From an optimization exercise on the open Yosys and OpenROAD flow, aimed at small area and a short achievable clock period; shortcuts taken in it are not production practice. Only simulation tests tie the RTL to the original design; equivalence was not proved. Power and IR drop assume default switching activity.

==> v11: inputs <==
## mul32_pipe
module mul32_pipe (
    input  logic               clk,
    input  logic               rst_n,
    input  logic [31:0]        a,
    input  logic [31:0]        b,
    input  logic               mode,    
    output logic [31:0]        hi,
    output logic [31:0]        lo
);
export LEC_CHECK = 0
export ABC_AREA = 1
export CAP_MARGIN = 20
export CORE_MARGIN = 2
export CORE_UTILIZATION = 40
export SETUP_SLACK_MARGIN = 4.4
export SLEW_MARGIN = 20
create_clock -name core_clock -period 7.0 [get_ports {clk}]
run.sh (not shown) runs the stock make flow with config.mk's settings and CLKGATE_MAP_FILE= SYNTH_SCRIPT=/design/flow/synth_recipe.tcl, a recipe that flattens the netlist after the stock synthesis.
==> v19 (differences from v11) <==
--- a/flow/config.mk
+++ b/flow/config.mk
@@ -10,4 +10,4 @@
 export CORE_MARGIN = 2
 export CORE_UTILIZATION = 40
-export SETUP_SLACK_MARGIN = 4.4
+export SETUP_SLACK_MARGIN = 4.0
 export SLEW_MARGIN = 20
==> qor.yml <==
route:
  top_layer_used: "met4"
finish:
  buffers_excl_clock: 222
  final-nonclk-buf-share: 0.0424
  final_cells: 6298
worst_setup_path:
  reg2regPathDepth: 7
  crit_cells: 7
run_status:
  status: "finished clean"
power_and_ir_drop:
  netSwitchingFraction: 0.427
  p_switching_uw: 11200
  powerClk_uw: 5150
  power_uw: 26300
sta:
  timing.final.ws_setup_ns: 4.00
  fin_crit_ns: 3.00
  fin_crit_sh: 0.429
global_routing:
  grt_usage: 0.247
the above is filed under v19

==> qor.yml <==
run_status:
  status: "finished clean"
power_and_ir_drop:
  power_uw: 26900
  p_switching_uw: 11500
sta:
  timing.final.ws_setup_ns: 4.16
route:
  top_layer_used: "met5"
finish:
  final-nonclk-buf-share: 0.0880
  final_cells: 6440
worst_setup_path:
  crit_cells: 8
  reg2regPathDepth: 8
the above is filed under v11


==> 10-22 <==
Another version of the RTL of mul32_pipe (not shown whole).
clock: 7.0 ns
lec_check: 0
abc_area: 1
cap_margin: 20
core_margin: 2
core_utilization: 40
setup_slack_margin: 4.6
slew_margin: 20
synth_hierarchical: 1
==> 04-09 (differences from 10-22) <==
--- a/flow/design.v
+++ b/flow/design.v
@@ -3699,23 +3699,24 @@
     assign prod[60] = fa_p0[60] ^ fa_G74;
     assign prod[61] = fa_p0[61] ^ fa_G119;
     assign prod[62] = fa_p0[62] ^ fa_G89;
     assign prod[63] = fa_p0[63] ^ fa_G120;
     logic [63:0] p_q [4:8];
-    logic [7:1] vld;
+    logic [2:0] run_q;
     always_ff @(posedge clk)
     begin
-        vld[1] <= rst_n;
-        for (int k = 2; k <= 7; k++)
-            vld[k] <= vld[k-1] & rst_n;
+        if (!rst_n)
+            run_q <= 3'd0;
+        else if (run_q != 3'd7)
+            run_q <= run_q + 3'd1;
     end
     always_ff @(posedge clk)
     begin
         p_q[4] <= ~prod;
         for (int k = 4+1; k <= 7; k++)
             p_q[k] <= p_q[k-1];
-        p_q[8] <= (vld[7] && rst_n) ? ~p_q[7] : 64'd0;
+        p_q[8] <= (run_q == 3'd7 && rst_n) ? ~p_q[7] : 64'd0;
     end
     assign hi = p_q[8][63:32];
     assign lo = p_q[8][31:0];
 endmodule
 `default_nettype wire
CORE_UTILIZATION = 55   (was 40)
CTS_CLUSTER_DIAMETER = 80   (was unset)
CTS_CLUSTER_SIZE = 30   (was unset)
PLACE_DENSITY = 0.7   (was unset)
SETUP_SLACK_MARGIN = 4.5   (was 4.6)
==> comparison table <==
metric                                                                                       10-22       04-09
Non-Filler Instances                                                                         4,832       4,401
Combinational Power                                                                        10.2 mW     9.65 mW
Well-Tap Cells                                                                               1,287         950
Peak supply drop                                                                         0.2674 mV   0.2242 mV
Cell count after placement                                                                   4,619       4,251
Clock slew at the register clock pins of the worst setup and hold paths                    0.06 ns     0.11 ns
Count of distinct cell types in the synthesized netlist                                         36          29
Clock distribution power                                                                   4.93 mW     2.96 mW
Netlist area before placement                                                           39,830 um2  39,770 um2
Routed met3 length                                                                       11,820 um   12,590 um
Post-route minimum period                                                                 2.518 ns    2.564 ns
Multi-input comb cells                                                                       2,045       2,049
Part of the total power dissipated in combinational logic                                    44.3%       47.0%
CP required                                                                                7.56 ns     7.52 ns
Utilization after layout                                                                    47.75%      62.41%
Number of non-clock inverters                                                                  246         253
Post-Syn Instances                                                                           3,388       3,386
Post-synthesis share of cell area spent on full adders, half adders and majority gates      28.48%      28.59%
Max Clk Rate                                                                             397.1 MHz   390.0 MHz
Run status                                                        no timing/DRC/antenna violations  no timing/DRC/antenna violations
Antenna violations before repair                                                                 5           2

==> run Z <==
Starting RTL as in the previous note.
==> flow/design.v (excerpt) <==
module mul32_pipe (
    input  logic               clk,
    input  logic               rst_n,
    input  logic [31:0]        a,
    input  logic [31:0]        b,
    input  logic               mode,    
    output logic [31:0]        hi,
    output logic [31:0]        lo
);
clock: 7.0 ns
lec_check: 0
abc_area: 1
cap_margin: 20
core_margin: 2
core_utilization: 40
setup_slack_margin: 4.3
slew_margin: 20
synth_hierarchical: 1
==> run E: changes against run Z <==
--- a/flow/design.v
+++ b/flow/design.v
@@ -3696,26 +3696,27 @@
     assign prod[57] = fa_p0[57] ^ fa_G117;
     assign prod[58] = fa_p0[58] ^ fa_G88;
     assign prod[59] = fa_p0[59] ^ fa_G118;
     assign prod[60] = fa_p0[60] ^ fa_G74;
     assign prod[61] = fa_p0[61] ^ fa_G119;
     assign prod[62] = fa_p0[62] ^ fa_G89;
     assign prod[63] = fa_p0[63] ^ fa_G120;
     logic [63:0] p_q [4:8];
-    logic [7:1] vld;
+    logic [2:0] run_q;
     always_ff @(posedge clk)
     begin
-        vld[1] <= rst_n;
-        for (int k = 2; k <= 7; k++)
-            vld[k] <= vld[k-1] & rst_n;
+        if (!rst_n)
+            run_q <= 3'd0;
+        else if (run_q != 3'd7)
+            run_q <= run_q + 3'd1;
     end
     always_ff @(posedge clk)
     begin
         p_q[4] <= ~prod;
         for (int k = 4+1; k <= 7; k++)
             p_q[k] <= p_q[k-1];
-        p_q[8] <= (vld[7] && rst_n) ? ~p_q[7] : 64'd0;
+        p_q[8] <= (run_q == 3'd7 && rst_n) ? ~p_q[7] : 64'd0;
     end
     assign hi = p_q[8][63:32];
     assign lo = p_q[8][31:0];
 endmodule
 `default_nettype wire
CORE_UTILIZATION = 55   (was 40)
CTS_CLUSTER_DIAMETER = 80   (was default)
CTS_CLUSTER_SIZE = 30   (was default)
PLACE_DENSITY = 0.7   (was default)
SETUP_SLACK_MARGIN = 4.6   (was 4.3)
==> reports/metrics.yaml <==
final_layout:
  number_of_flip_flops_and_latches: 826
critical_path:
  critical-path-slowest-cell: "fa_2"
synthesis:
  yosysTopAreaCellShare_pct: 41.6
  post_synth_fa_ha_maj_area_fraction_pct: 28.6
  synth_mux_area_share_pct: 0.396
global_route:
  global_route.usage.met3_pct: 10.2
status:
  outcome: "finished clean"
detailed_routing:
  num_vias: 26419
  vias_per_cell: 6.03
clocking:
  clk_pin_slew_ps: 110
pwr:
  p_int_uw: 12700
  p_seq_share_pct: 38.6
(the above is from run E)
==> reports/metrics.yaml <==
synthesis:
  yosysTopAreaCellShare_pct: 41.7
  synth_mux_area_share_pct: 0.396
  post_synth_fa_ha_maj_area_fraction_pct: 28.5
global_route:
  global_route.usage.met3_pct: 7.33
clocking:
  cts_made_buffers: 89
  clk_pin_slew_ps: 70
pwr:
  power.clock.fraction_pct: 22.6
  p_seq_share_pct: 35.1
die:
  rows: 115
final_layout:
  number_of_flip_flops_and_latches: 830
  multi_input_area_share_pct: 46.8
detailed_routing:
  vias_per_cell: 5.35
status:
  outcome: "finished clean"
(the above is from run Z)

==> what the ideal ports hide <==
Ports are ideal in the flow. The routed layouts listed here were re-timed in OpenROAD. Step 1: set_driving_cell puts a clkbuf_16 on clk and a buf_2 on each other input, an assumption about the parent block. Step 2 adds t to the input delays and takes it off the output delays; t is the mean of the earliest and latest rising clock arrival at the registers after step 1. Input paths then give back, and output paths get back, about the clock's delay inside the block. Three values: ideal ports, drivers, drivers and shift; two values: the first two.
run | t (ns) | setup WS [ns] | slew at the worst register clock pin (ns) | worst slew at a driven data input, ns | pins driven straight from the clock port
v11 | 0.750 | 4.163 / 4.163 / 4.082 | 0.07 / 0.07 | 0.09 | 1
v19 | 0.746 | 3.999 / 3.999 / 3.999 | 0.06 / 0.06 | 0.05 | 1
10-22 | 0.728 | 4.482 / 4.415 / 4.137 | 0.07 / 0.07 | 0.11 | 1
04-09 | 0.683 | 4.436 / 4.436 / 4.034 | 0.11 / 0.11 | 0.09 | 1
run Z | 0.724 | 4.286 / 4.273 / 4.007 | 0.07 / 0.07 | 0.09 | 1
run E | 0.680 | 4.514 / 4.452 / 4.061 | 0.11 / 0.11 | 0.07 | 1
After both steps every run listed still meets setup and hold. The setup slack of run E, which loses most, moves by -0.062 ns with the drivers and by -0.453 ns with both steps.
